Source: an optimization exercise on an open RTL-to-GDS flow (aim: small area, a short achievable clock period and few clock cycles per item). Production flows keep margins and buffers that such runs may drop.
No run shown here included a check of the RTL's function; only the layout flow was run.

File: run.sh
#!/bin/bash
# synth_recipe.tcl (not shown) runs the flow's synth.tcl, then flattens the netlist and writes it again
# the make line also repeats each setting of config.mk as NAME=value (left out here)
make -C /OpenROAD-flow-scripts/flow DESIGN_CONFIG=/design/flow/config.mk WORK_HOME=/design/flow/orfs CLKGATE_MAP_FILE= SYNTH_SCRIPT=/design/flow/synth_recipe.tcl finish
File: design.v
package aob_pkg;
  localparam int CHAN_W = 8;               
  localparam int NUM_CHAN = 3;             
  localparam int PIX_W = 32;               
  localparam int NUM_W = 2 * CHAN_W;       
  localparam int QUO_BITS = CHAN_W;        
  localparam int PRE_STAGES = 4;           
  localparam int NUM_STAGES = PRE_STAGES + QUO_BITS;
  localparam logic [CHAN_W-1:0] ALPHA_OPAQUE = 8'hFF;
  localparam logic [CHAN_W-1:0] ALPHA_CLEAR = 8'h00;
  typedef logic [CHAN_W-1:0] chan_t;
  typedef logic [NUM_W-1:0] num_t;
  typedef logic [PIX_W-1:0] pix_t;
  typedef logic [NUM_CHAN-1:0][NUM_W-1:0] num_vec_t;
  typedef logic [NUM_CHAN-1:0][CHAN_W-1:0] quo_vec_t;
endpackage
module argb_over_blend_unit (
  input  logic                clk,
  input  logic                rst_n,
  input  logic                in_valid,
  output logic                in_stall,
  input  aob_pkg::pix_t       in_fg_argb,
  input  aob_pkg::pix_t       in_bg_argb,
  output logic                out_valid,
  input  logic                out_stall,
  output aob_pkg::pix_t       out_argb
);
  localparam int NV = 7;   
  logic          sv;       
  logic          sv_o;     
  logic          en;       
  logic          ov;       
  logic [NV-1:0] v;
  logic          load_out;
  logic          arrive;
  assign en       = !sv;
  assign in_stall = sv_o;
  function automatic logic [9:0] pp4(input logic [1:0] m, input logic [7:0] y, input logic [9:0] y3);
    case (m)
      2'd0: pp4 = 10'd0;
      2'd1: pp4 = {2'd0, y};
      2'd2: pp4 = {1'b0, y, 1'b0};
      default: pp4 = y3;
    endcase
  endfunction
  function automatic logic [31:0] csa(input logic [15:0] p, input logic [15:0] q, input logic [15:0] r);
    logic [15:0] sm, cy;
    sm = p ^ q ^ r;
    cy = (p & q) | (p & r) | (q & r);
    csa = {cy[14:0], 1'b0, sm};
  endfunction
  function automatic logic [15:0] div1(input logic [15:0] n, input logic [7:0] d);
    logic [8:0] w, df;
    w  = {n[15:8], n[7]};
    df = w - {1'b0, d};
    if (!df[8]) div1 = {df[7:0], n[6:0], 1'b1};
    else        div1 = {w[7:0],  n[6:0], 1'b0};
  endfunction
  function automatic logic [15:0] div2(input logic [15:0] n, input logic [7:0] d, input logic [9:0] d3);
    logic [9:0]  w;
    logic [10:0] t1, t2, t3;
    w  = {n[15:8], n[7:6]};
    t1 = {1'b0, w} - {3'd0, d};
    t2 = {1'b0, w} - {2'd0, d, 1'b0};
    t3 = {1'b0, w} - {1'b0, d3};
    if (!t3[10])      div2 = {t3[7:0], n[5:0], 2'd3};
    else if (!t2[10]) div2 = {t2[7:0], n[5:0], 2'd2};
    else if (!t1[10]) div2 = {t1[7:0], n[5:0], 2'd1};
    else              div2 = {w[7:0],  n[5:0], 2'd0};
  endfunction
  logic [7:0]  r0_a;
  logic [9:0]  r0_a3;
  logic [31:0] r0_xr;
  logic [23:0] r0_dd, r0_b;
  logic [2:0]  r0_neg;
  logic        r0_z;
  logic [15:0] r1_x;
  logic [7:0]  r1_a;
  logic [23:0] r1_pl, r1_ps, r1_pc;
  logic [2:0]  r1_pk;
  logic [23:0] r1_b;
  logic [2:0]  r1_neg;
  logic        r1_z;
  logic [47:0] r2_n, r3_n, r4_n, r5_n, r6_n;
  logic [7:0]  r2_d, r3_d, r4_d, r5_d, r6_d;
  logic [9:0]  r3_d3, r4_d3, r5_d3;
  logic [23:0] r2_b, r3_b, r4_b, r5_b, r6_b;
  logic [2:0]  r2_neg, r3_neg, r4_neg, r5_neg, r6_neg;
  logic        r2_z, r3_z, r4_z, r5_z, r6_z;
  logic [31:0] out_r, skid_r, res;
  logic [7:0]  in_a, in_ba;
  logic [23:0] dd_nxt;
  logic [2:0]  neg_nxt;
  assign in_a  = in_fg_argb[31:24];
  assign in_ba = in_bg_argb[31:24];
  for (genvar c = 0; c < 3; c++) begin : g_d
    logic [7:0] f, b;
    logic [8:0] fb, bf;
    assign f  = in_fg_argb[c*8 +: 8];
    assign b  = in_bg_argb[c*8 +: 8];
    assign fb = {1'b0, f} - {1'b0, b};
    assign bf = {1'b0, b} - {1'b0, f};
    assign neg_nxt[c]      = fb[8];
    assign dd_nxt[c*8 +: 8] = fb[8] ? bf[7:0] : fb[7:0];
  end
  logic [10:0] m1, m2, m3, m4, m5, m6, m7;
  logic [7:0]  in_na;
  logic [31:0] xr_nxt;
  assign m1 = {3'd0, in_ba};
  assign m2 = {2'd0, in_ba, 1'b0};
  assign m4 = {1'b0, in_ba, 2'b0};
  assign m3 = m1 + m2;
  assign m5 = m1 + m4;
  assign m6 = {m3[9:0], 1'b0};
  assign m7 = {in_ba, 3'b0} - m1;
  assign in_na = ~in_a;
  function automatic logic [10:0] pp8(input logic [2:0] m, input logic [10:0] y1, input logic [10:0] y2,
                                      input logic [10:0] y3, input logic [10:0] y4, input logic [10:0] y5,
                                      input logic [10:0] y6, input logic [10:0] y7);
    case (m)
      3'd0: pp8 = 11'd0;
      3'd1: pp8 = y1;
      3'd2: pp8 = y2;
      3'd3: pp8 = y3;
      3'd4: pp8 = y4;
      3'd5: pp8 = y5;
      3'd6: pp8 = y6;
      default: pp8 = y7;
    endcase
  endfunction
  assign xr_nxt[0 +: 11]  = pp8(in_na[2:0], m1, m2, m3, m4, m5, m6, m7);
  assign xr_nxt[11 +: 11] = pp8(in_na[5:3], m1, m2, m3, m4, m5, m6, m7);
  assign xr_nxt[22 +: 10] = pp4(in_na[7:6], in_ba, m3[9:0]);
  logic [15:0] x_nxt;
  logic [23:0] pl_nxt, ps_nxt, pc_nxt;
  logic [2:0]  pk_nxt;
  assign x_nxt = {5'd0, r0_xr[0 +: 11]} + {2'd0, r0_xr[11 +: 11], 3'd0} + {r0_xr[22 +: 10], 6'd0};
  for (genvar c = 0; c < 3; c++) begin : g_p
    logic [15:0] q0, q1, q2, q3;
    logic [31:0] l1, l2;
    assign q0 = {6'd0, pp4(r0_dd[c*8 + 0 +: 2], r0_a, r0_a3)};
    assign q1 = {4'd0, pp4(r0_dd[c*8 + 2 +: 2], r0_a, r0_a3), 2'd0};
    assign q2 = {2'd0, pp4(r0_dd[c*8 + 4 +: 2], r0_a, r0_a3), 4'd0};
    assign q3 = {pp4(r0_dd[c*8 + 6 +: 2], r0_a, r0_a3), 6'd0};
    assign l1 = csa(q0, q1, q2);
    assign l2 = csa(l1[15:0], l1[31:16], q3);
    logic [8:0] lo;
    assign lo = {1'b0, l2[7:0]} + {1'b0, l2[23:16]};
    assign pl_nxt[c*8 +: 8] = lo[7:0];
    assign pk_nxt[c]        = lo[8];
    assign ps_nxt[c*8 +: 8] = l2[15:8];
    assign pc_nxt[c*8 +: 8] = l2[31:24];
  end
  logic [47:0] p_nxt;
  for (genvar c = 0; c < 3; c++) begin : g_pa
    assign p_nxt[c*16 +: 16] = {r1_ps[c*8 +: 8] + r1_pc[c*8 +: 8] + {7'd0, r1_pk[c]}, r1_pl[c*8 +: 8]};
  end
  logic [23:0] y_nxt;
  logic [7:0]  d_nxt;
  assign y_nxt = {r1_a, 16'd0} + {8'd0, r1_x} + {r1_x, 8'd0} + 24'd256;
  assign d_nxt = y_nxt[23:16] | {7'd0, r1_z};
  logic [47:0] n3_nxt, n4_nxt, n5_nxt, n6_nxt;
  for (genvar c = 0; c < 3; c++) begin : g_dv
    assign n3_nxt[c*16 +: 16] = div1(r2_n[c*16 +: 16], r2_d);
    assign n4_nxt[c*16 +: 16] = div2(r3_n[c*16 +: 16], r3_d, r3_d3);
    assign n5_nxt[c*16 +: 16] = div2(r4_n[c*16 +: 16], r4_d, r4_d3);
    assign n6_nxt[c*16 +: 16] = div2(r5_n[c*16 +: 16], r5_d, r5_d3);
  end
  for (genvar c = 0; c < 3; c++) begin : g_out
    logic [15:0] n;
    logic [8:0]  w, df;
    logic [7:0]  b, q1, q0;
    logic        ng, tk, cin1, cin0;
    logic [7:0]  c1, c0;
    assign n    = r6_n[c*16 +: 16];
    assign b    = r6_b[c*8 +: 8];
    assign ng   = r6_neg[c];
    assign w    = {n[15:8], n[7]};
    assign df   = w - {1'b0, r6_d};
    assign tk   = !df[8];
    assign q1   = {n[6:0], 1'b1} ^ {8{ng}};
    assign q0   = {n[6:0], 1'b0} ^ {8{ng}};
    assign cin1 = ng && (w == {1'b0, r6_d});
    assign cin0 = ng && (w == 9'd0);
    assign c1   = b + q1 + {7'd0, cin1};
    assign c0   = b + q0 + {7'd0, cin0};
    assign res[c*8 +: 8] = tk ? c1 : c0;
  end
  assign res[31:24] = {r6_d[7:1], r6_d[0] & !r6_z};
  assign load_out = !ov || !out_stall;
  assign arrive   = v[NV-1] && en;
  always_ff @(posedge clk) begin
    if (!rst_n) begin
      v    <= '0;
      ov   <= 1'b0;
      sv   <= 1'b0;
      sv_o <= 1'b0;
    end else begin
      if (en) v <= {v[NV-2:0], in_valid};
      if (load_out) ov <= sv || arrive;
      sv   <= !load_out && (sv || arrive);
      sv_o <= !load_out && (sv || arrive);
    end
  end
  always_ff @(posedge clk) begin
    if (en) begin
      r0_a   <= in_a;
      r0_a3  <= {2'd0, in_a} + {1'b0, in_a, 1'b0};
      r0_xr  <= xr_nxt;
      r0_dd  <= dd_nxt;
      r0_neg <= neg_nxt;
      r0_b   <= in_bg_argb[23:0];
      r0_z   <= (in_a == 8'd0) && (in_ba == 8'd0);
      r1_x   <= x_nxt;
      r1_a   <= r0_a;
      r1_pl  <= pl_nxt;
      r1_pk  <= pk_nxt;
      r1_ps  <= ps_nxt;
      r1_pc  <= pc_nxt;
      r1_b   <= r0_b;
      r1_neg <= r0_neg;
      r1_z   <= r0_z;
      r2_n <= p_nxt; r2_d <= d_nxt; r2_b <= r1_b; r2_neg <= r1_neg; r2_z <= r1_z;
      r3_n <= n3_nxt; r3_d <= r2_d; r3_b <= r2_b; r3_neg <= r2_neg; r3_z <= r2_z;
      r3_d3 <= {2'd0, r2_d} + {1'b0, r2_d, 1'b0};
      r4_n <= n4_nxt; r4_d <= r3_d; r4_d3 <= r3_d3; r4_b <= r3_b; r4_neg <= r3_neg; r4_z <= r3_z;
      r5_n <= n5_nxt; r5_d <= r4_d; r5_d3 <= r4_d3; r5_b <= r4_b; r5_neg <= r4_neg; r5_z <= r4_z;
      r6_n <= n6_nxt; r6_d <= r5_d; r6_b <= r5_b; r6_neg <= r5_neg; r6_z <= r5_z;
      skid_r <= res;
    end
    if (load_out) out_r <= sv ? skid_r : res;
  end
  assign out_valid = ov;
  assign out_argb  = out_r;
endmodule
File: constraint.sdc
create_clock -name core_clock -period 6.0 [get_ports {clk}]
set_input_delay 1.2000 -clock core_clock [delete_from_list [all_inputs] [get_ports {clk}]]
set_output_delay 1.2000 -clock core_clock [all_outputs]
set_load 0.01 [all_outputs]
File: config.mk
export PLATFORM = sky130hd
export DESIGN_NAME = argb_over_blend_unit
export DESIGN_NICKNAME = argb_over_blend_unit
export VERILOG_FILES = /design/flow/design.v
export SDC_FILE = /design/flow/constraint.sdc
export NUM_CORES = 4
export LEC_CHECK = 0
export CAP_MARGIN = 20
export CORE_MARGIN = 2
export CORE_UTILIZATION = 60
export CTS_BUF_LIST = sky130_fd_sc_hd__clkbuf_8
export SETUP_SLACK_MARGIN = 2.9
export SLEW_MARGIN = 20
==> results of run 1 <==
## routing by layer
metal,global-route usage [%],share of wire (%),vias up
li1,-,-,15396
met1,35.8,41,15953
met2,49.6,49,1128
met3,3.72,5.2,343
met4,14.6,5.1,0
met5,0,0,-
## how the worst max path moves through the flow
stage | startpoint | endpoint | slack (ps)
3_5_place_dp | in_bg_argb[25] | r0_xr[20] | 1480
3_3_place_gp | in_bg_argb[25] | r0_xr[20] | 1540
2_1_floorplan | sv | r0_a3[1] | -5200
6_report | r6_n[14] | out_r[5] | 2560
4_1_cts | r6_d[5] | out_r[15] | 2770
5_1_grt | r6_neg[0] | out_r[7] | 2510
## per-stage QoR
step	setup TNS [ps]	util, %
floorplan	-3528040	-
finish	0	70.2
detailed placement	0	63.5
CTS	0	68.6
global placement	0	63.5
global route	0	70.2
## placed cells by master (no fill, tap or decap), types with 90 or more instances in the layout
cell and count:
edfxtp_1 704, ha_1 452, inv_1 400, nand2_1 197, buf_4 183, o21ai_0 178, mux2_2 151, nor2_1 151
xnor2_1 137, a21oi_1 127, clkbuf_8 120, nor2b_1 111, a21o_1 94, fa_1 90
## flip-flops by register name, indices dropped and copies added, names as in the netlist, 32 cells and up
| name | flops |
|---|---|
| r2_n | 48 |
| r3_n | 48 |
| r4_n | 48 |
| r5_n | 48 |
| r6_n | 48 |
| out_r | 32 |
| r0_xr | 32 |
| skid_r | 32 |
## final cells by class
type / instances / area share [%]
sequential: 745 / 40.4
antenna: 1 / 0.00460
multi-input combinational: 2762 / 44.8
clock buffer: 120 / 3.04
tap: 1040 / 2.39
timing repair buffer: 315 / 5.33
clock inverter: 102 / 1.34
inverter: 383 / 2.74
## what timing repair did
item,CTS,global route
pin swaps,57,82
setup endpoints to repair,171,163
setup buffers,121,70
gates resized for setup,159,178
cloned,2,6
hold buffers,0,0
## cell families (layout without fill, tap and decap cells)
| group | Yosys count | in the layout | synth area share (%) |
|---|---|---|---|
| AO/OA/AOI/OAI | 929 | 932 | 13.5 |
| AND/OR/NAND/NOR | 759 | 760 | 8.21 |
| flip-flops | 745 | 745 | 46.8 |
| adder cells (fa/ha/maj) | 595 | 595 | 17.6 |
| buffers and inverters | 495 | 920 | 3.98 |
| multiplexers | 242 | 242 | 5.57 |
| XOR/XNOR | 232 | 233 | 4.38 |
| other | 0 | 1 | 0 |
==> results.toml, run 1 <==
[floorplanning]
coreArea_um2 = 77500
start_util_pct = 60.6
die_w_um = 284
die_h_um = 284
ios = 102
die_area_um2 = 80400
std_cell_rows = 102

[layout]
fin_nets = 4988
fin_area_um2 = 54400
regArea_um2 = 22000
drive_gt1_share_pct = 18.3
final_cells = 5468
multi_input_area_um2 = 24400
fillers = 5512
areaGrowthSynthToFinish_pct = 15.9

[global_routing]
grt_pass1_vias = 32883
antenna_found_initial = 1
grt-ovfl-total = 0
grt_max_degree = 198
grt_pass1_wl_um = 182000
grt_usage_pct = 28.8

[sta]
fmaxAchievable_ghz = 0.291
period_needed_ps = 3440
tightest_slew_ps = 1070
layout_setup_ws_ps = 2560
hold_violations = 0
hold_ws_ps = 399
fin_crit_sh_pct = 57.3
rsz0062_at_grt = "true"
relSlewSlack_pct = 28.4
drv_slew = 0
skew_ps = 73.5
setup_viol = 0

[min_path]
hold_path_class = "reg -> reg"
min_from = "r2_n[36]"
hold_end = "r3_n[37]"
holdPathStages = 0

[critical_path]
r2r_cells = 14
crit_path_end_kind = "flop"
cp-start-kind = "flop"
worstPathArrival_ps = 3960
rrSetupSlack_ps = 2560
worst_path_largest_cell_delay_ps = 420
cp_slowest_cell = "edfxtp_1"
r2r-start = "r6_n[14]"
cp.depth = 14
path_buf_inv = 2
worst-setup-path-type = "reg -> reg"
cp_cell_sequence = "ha_4, and4_4, nand4_1, fa_2, nand2b_4, nor3_2, a211oi_2, nand4_1, a211oi_2, buf_4, buf_6, nand2b_4, a2111o_1, nand3_4"
cp_data_required_time_ps = 6520
r2r_end = "out_r[5]"
path_max_fanout = 4
cp_top_family = "simple AND/OR/NAND/NOR gates"

[logic_synthesis]
synthFlopType = "edfxtp_1"
synth_common_cells = "704 x edfxtp_1, 489 x ha_1, 378 x inv_1"
yosys.area.top_type = "edfxtp_1"
yosys.cell_count.top_type = "edfxtp_1"
syn_avg_cell_area_um2 = 11.7
seq_area_frac_synth_pct = 46.8
synth_cells = 3997
yosys_warnings = 1
post_synth_main_area_contributors = "edfxtp_1 45%, ha_1 13%, fa_1 4.5%"
synth_edf_count = 704
synth.distinct_cells = 89
synth_nets = 4660
synth-seq-cells = 745
syn-cell-area_um2 = 46900
synth_top_area_share_pct = 45.1
async_flop_share_pct = 0

[route]
ant_nets = 0
drt-vias-per-instance = 6.00
drc = 0
first_pass_iters = 8
avgRoutedWirePerCell_um = 21.8
drt_iter0_markers = 2788
vias = 32820
routed_wirelength_um = 119000

[placement]
place_area_um2 = 49200
dpl.cell_count = 5046
post-place-ws_ps = 1480
io_buffers = 101
routabilityCongestion = 0.939
dp_hpwl_um = 84900

[clock_network]
cts_tree = "done"
cts.sink_count = 745
cts_buffer_depth = 3
htree_levels = 3
clock_latency_ps = 790
numCtsBuffers = 118
clkTransAtPathRegs_ps = 60
clockRootBuffer = "clkbuf_8"

[outcome]
status = "finished clean"

[flow_run]
cap_viol_max_count = 0
==> inputs of run 2 (changes only) <==
--- a/design.v
+++ b/design.v
@@ -70,14 +70,13 @@
   endfunction
   logic [7:0]  r0_a;
   logic [9:0]  r0_a3;
-  logic [31:0] r0_xr;
+  logic [39:0] r0_xr;
   logic [23:0] r0_dd, r0_b;
   logic [2:0]  r0_neg;
   logic        r0_z;
   logic [15:0] r1_x;
   logic [7:0]  r1_a;
-  logic [23:0] r1_pl, r1_ps, r1_pc;
-  logic [2:0]  r1_pk;
+  logic [47:0] r1_ps, r1_pc;
   logic [23:0] r1_b;
   logic [2:0]  r1_neg;
   logic        r1_z;
@@ -103,38 +102,18 @@
     assign neg_nxt[c]      = fb[8];
     assign dd_nxt[c*8 +: 8] = fb[8] ? bf[7:0] : fb[7:0];
   end
-  logic [10:0] m1, m2, m3, m4, m5, m6, m7;
+  logic [9:0]  in_ba3;
   logic [7:0]  in_na;
-  logic [31:0] xr_nxt;
-  assign m1 = {3'd0, in_ba};
-  assign m2 = {2'd0, in_ba, 1'b0};
-  assign m4 = {1'b0, in_ba, 2'b0};
-  assign m3 = m1 + m2;
-  assign m5 = m1 + m4;
-  assign m6 = {m3[9:0], 1'b0};
-  assign m7 = {in_ba, 3'b0} - m1;
-  assign in_na = ~in_a;
-  function automatic logic [10:0] pp8(input logic [2:0] m, input logic [10:0] y1, input logic [10:0] y2,
-                                      input logic [10:0] y3, input logic [10:0] y4, input logic [10:0] y5,
-                                      input logic [10:0] y6, input logic [10:0] y7);
-    case (m)
-      3'd0: pp8 = 11'd0;
-      3'd1: pp8 = y1;
-      3'd2: pp8 = y2;
-      3'd3: pp8 = y3;
-      3'd4: pp8 = y4;
-      3'd5: pp8 = y5;
-      3'd6: pp8 = y6;
-      default: pp8 = y7;
-    endcase
-  endfunction
-  assign xr_nxt[0 +: 11]  = pp8(in_na[2:0], m1, m2, m3, m4, m5, m6, m7);
-  assign xr_nxt[11 +: 11] = pp8(in_na[5:3], m1, m2, m3, m4, m5, m6, m7);
-  assign xr_nxt[22 +: 10] = pp4(in_na[7:6], in_ba, m3[9:0]);
+  logic [39:0] xr_nxt;
+  assign in_ba3 = {2'd0, in_ba} + {1'b0, in_ba, 1'b0};
+  assign in_na  = ~in_a;
+  for (genvar k = 0; k < 4; k++) begin : g_xr
+    assign xr_nxt[k*10 +: 10] = pp4(in_na[2*k +: 2], in_ba, in_ba3);
+  end
   logic [15:0] x_nxt;
-  logic [23:0] pl_nxt, ps_nxt, pc_nxt;
-  logic [2:0]  pk_nxt;
-  assign x_nxt = {5'd0, r0_xr[0 +: 11]} + {2'd0, r0_xr[11 +: 11], 3'd0} + {r0_xr[22 +: 10], 6'd0};
+  logic [47:0] ps_nxt, pc_nxt;
+  assign x_nxt = {6'd0, r0_xr[0 +: 10]} + {4'd0, r0_xr[10 +: 10], 2'd0}
+               + {2'd0, r0_xr[20 +: 10], 4'd0} + {r0_xr[30 +: 10], 6'd0};
   for (genvar c = 0; c < 3; c++) begin : g_p
     logic [15:0] q0, q1, q2, q3;
     logic [31:0] l1, l2;
@@ -144,16 +123,12 @@
     assign q3 = {pp4(r0_dd[c*8 + 6 +: 2], r0_a, r0_a3), 6'd0};
     assign l1 = csa(q0, q1, q2);
     assign l2 = csa(l1[15:0], l1[31:16], q3);
-    logic [8:0] lo;
-    assign lo = {1'b0, l2[7:0]} + {1'b0, l2[23:16]};
-    assign pl_nxt[c*8 +: 8] = lo[7:0];
-    assign pk_nxt[c]        = lo[8];
-    assign ps_nxt[c*8 +: 8] = l2[15:8];
-    assign pc_nxt[c*8 +: 8] = l2[31:24];
+    assign ps_nxt[c*16 +: 16] = l2[15:0];
+    assign pc_nxt[c*16 +: 16] = l2[31:16];
   end
   logic [47:0] p_nxt;
   for (genvar c = 0; c < 3; c++) begin : g_pa
-    assign p_nxt[c*16 +: 16] = {r1_ps[c*8 +: 8] + r1_pc[c*8 +: 8] + {7'd0, r1_pk[c]}, r1_pl[c*8 +: 8]};
+    assign p_nxt[c*16 +: 16] = r1_ps[c*16 +: 16] + r1_pc[c*16 +: 16];
   end
   logic [23:0] y_nxt;
   logic [7:0]  d_nxt;
@@ -213,8 +188,6 @@
       r0_z   <= (in_a == 8'd0) && (in_ba == 8'd0);
       r1_x   <= x_nxt;
       r1_a   <= r0_a;
-      r1_pl  <= pl_nxt;
-      r1_pk  <= pk_nxt;
       r1_ps  <= ps_nxt;
       r1_pc  <= pc_nxt;
       r1_b   <= r0_b;
--- a/config.mk
+++ b/config.mk
@@ -7,7 +7,6 @@
 export LEC_CHECK = 0
 export CAP_MARGIN = 20
 export CORE_MARGIN = 2
-export CORE_UTILIZATION = 60
-export CTS_BUF_LIST = sky130_fd_sc_hd__clkbuf_8
+export CORE_UTILIZATION = 40
 export SETUP_SLACK_MARGIN = 2.9
 export SLEW_MARGIN = 20
==> results.toml, run 2 <==
[global_routing]
grt_pass1_vias = 28547
grt_pass1_wl_um = 160000
grt-ovfl-total = 0
antenna_found_initial = 1
grt_max_degree = 150
grt_usage_pct = 17.2

[sta]
drv_slew = 0
layout_setup_ws_ps = 2590
skew_ps = 68.1
rsz0062_at_grt = "true"
fmaxAchievable_ghz = 0.293
setup_viol = 0
hold_violations = 0
period_needed_ps = 3410
relSlewSlack_pct = 30.8
tightest_slew_ps = 1040
hold_ws_ps = 401
fin_crit_sh_pct = 56.9

[route]
drt-vias-per-instance = 5.14
avgRoutedWirePerCell_um = 18.2
drt_iter0_markers = 1641
routed_wirelength_um = 103000
vias = 29164
first_pass_iters = 6
drc = 0
ant_nets = 0

[clock_network]
cts_buffer_depth = 3
cts.sink_count = 762
clockRootBuffer = "clkbuf_16"
numCtsBuffers = 85
htree_levels = 3
clock_latency_ps = 670
cts_tree = "done"
clkTransAtPathRegs_ps = 60

[layout]
final_cells = 5672
final_common_cell = "edfxtp_1"
final_util_pct = 47.2
drive_gt1_share_pct = 15.0
final_cell_mix = "721 x edfxtp_1, 464 x ha_1, 320 x inv_1, 200 x o21ai_0, 172 x a21oi_1"
fin_nets = 4753
diodes = 0
fillers = 10229
areaGrowthSynthToFinish_pct = 16.9

[floorplanning]
die_h_um = 344
ios = 102
die_area_um2 = 118000
std_cell_rows = 124
start_util_pct = 40.4
coreArea_um2 = 115000
die_w_um = 344

[logic_synthesis]
yosys_warnings = 1
synth-seq-cells = 762
yosys.area.top_type = "edfxtp_1"
synth_common_cells = "721 x edfxtp_1, 488 x ha_1, 341 x inv_1"
post_synth_main_area_contributors = "edfxtp_1 47%, ha_1 13%, fa_1 4.6%"
synthFlopType = "edfxtp_1"
async_flop_share_pct = 0
synth_nets = 4501
synth.distinct_cells = 72
synth_top_area_share_pct = 46.8
synth_cells = 3839
syn-cell-area_um2 = 46300
synth_edf_count = 721
yosys.cell_count.top_type = "edfxtp_1"
seq_area_frac_synth_pct = 48.6
syn_avg_cell_area_um2 = 12.1

[outcome]
status = "finished clean"

[critical_path]
cp_data_required_time_ps = 6400
crit_path_end_kind = "flop"
worst-setup-path-type = "reg -> reg"
cp_cell_sequence = "inv_2, fa_1, inv_1, fa_1, ha_4, a21oi_4, nand2b_4, a21boi_2, o311a_1, o21a_1, o21a_1, o41a_1, xnor2_1"
worstPathArrival_ps = 3810
path_max_fanout = 2
cp_slowest_cell = "fa_1"
worst_path_largest_cell_delay_ps = 520
cp-start-kind = "flop"

[min_path]
hold_path_class = "reg -> reg"

[placement]
dp_hpwl_um = 75900
io_buffers = 101
routabilityCongestion = 0.866
post-place-ws_ps = 2070
dpl.cell_count = 5367

[flow_run]
cap_viol_max_count = 0
[run 2: cell count changes in the layout (fill, tap and decap cells not counted), moves of 27 or more]
| cell | delta |
|---|---|
| a21oi_1 | +45 |
| buf_4 | -36 |
| mux2i_1 | +27 |
| clkbuf_8 | -117 |
| inv_1 | -80 |
| nand2_1 | -36 |
| clkbuf_16 | +83 |
[run 2: timing repair]
| action | CTS | global route |
|---|---|---|
| gates cloned | 1 | 2 |
| setup endpoints to repair | 132 | 147 |
| hold buffers | 0 | 0 |
| buffers inserted | 79 | 67 |
| pin swaps | 30 | 74 |
| resized for setup | 80 | 143 |
[run 2: cell families (layout without fill, tap and decap cells)]
| kind of cell | after synthesis | count (layout) | share of synthesized area, % |
|---|---|---|---|
| AO/OA/AOI/OAI | 830 | 831 | 11.7 |
| flip-flops | 762 | 762 | 48.6 |
| AND/OR/NAND/NOR | 692 | 693 | 7.51 |
| adder cells (fa/ha/maj) | 594 | 594 | 17.8 |
| buffers and inverters | 453 | 772 | 3.70 |
| multiplexers | 258 | 258 | 5.95 |
| XOR/XNOR | 250 | 250 | 4.78 |
[run 2: area by class of cell]
type,count,area (um^2),share of cell area (%)
inverter,342,1320,2.44
clock inverter,55,644,1.19
clock buffer,101,2220,4.10
timing repair buffer,274,2610,4.82
tap,1512,1890,3.50
multi-input combinational,2626,22900,42.4
sequential,762,22500,41.6
[run 2: path summary, 6_finish.rpt]
| kind | end | slack [ps] | from | cells past startpoint |
|---|---|---|---|---|
| worst max-delay path | r1_x[15] | 2590 | r0_xr[6] | 13 |
| worst min-delay path | r3_neg[0] | 400 | r2_neg[0] | 0 |
| worst max register to register | r1_x[15] | 2590 | r0_xr[6] | 13 |
| worst min register to register | r3_neg[0] | 400 | r2_neg[0] | 0 |
[run 2: critical path, delay by kind of cell, from the launching register on]
family,cells,cell delay [ps]
and+or+nand+nor,1,140
AOI/OAI and AO/OA,6,1200
xor gates and xnor gates,1,120
buffers and inverters,2,90
adders and majority gates,3,1260
DFF,1,340
[run 2: routing by layer]
layer / share of wire, % / GRT usage [%] / vias to the layer above
met2: 48 / 28.6 / 464
met5: 0.013 / 0 / -
met1: 47 / 23.7 / 14102
met3: 3.3 / 2.11 / 133
li1: - / - / 14463
met4: 2.1 / 4.61 / 2
[run 2: stage by stage]
step / cell area, um^2 / TNS [ps]
4_1_cts: 53000 / 0
2_1_floorplan: 46400 / -3691160
3_5_place_dp: 49100 / 0
5_1_grt: 54100 / 0
6_report: 54100 / 0
3_3_place_gp: 49100 / 0

## port drivers added, routing unchanged
Ports are ideal in the flow. The routed layouts listed here were re-timed in OpenROAD.
Step 1: set_driving_cell puts a clkbuf_16 on clk and a buf_2 on each other input, an assumption about the parent block.
Step 2 times the ports against the registers' clock, not the clock port: input delays grow and output delays shrink by t, the midpoint of the rising clock arrivals with the driver on.
Three values: ideal, step 1, step 2; two values: the first two.
run | t (ns) | setup WS [ns] | latest minus earliest clock arrival (ns) | pins driven straight from the clock port
run 1 | 0.820 | 2.559 / 2.559 / 2.130 | 0.076 / 0.077 | 1
run 2 | 0.695 | 2.587 / 2.587 / 2.311 | 0.068 / 0.068 | 1
After both steps every run listed still meets setup and hold. For run 1, which loses most, drivers alone change the setup slack by 0.000 ns; drivers and shift together by -0.429 ns.
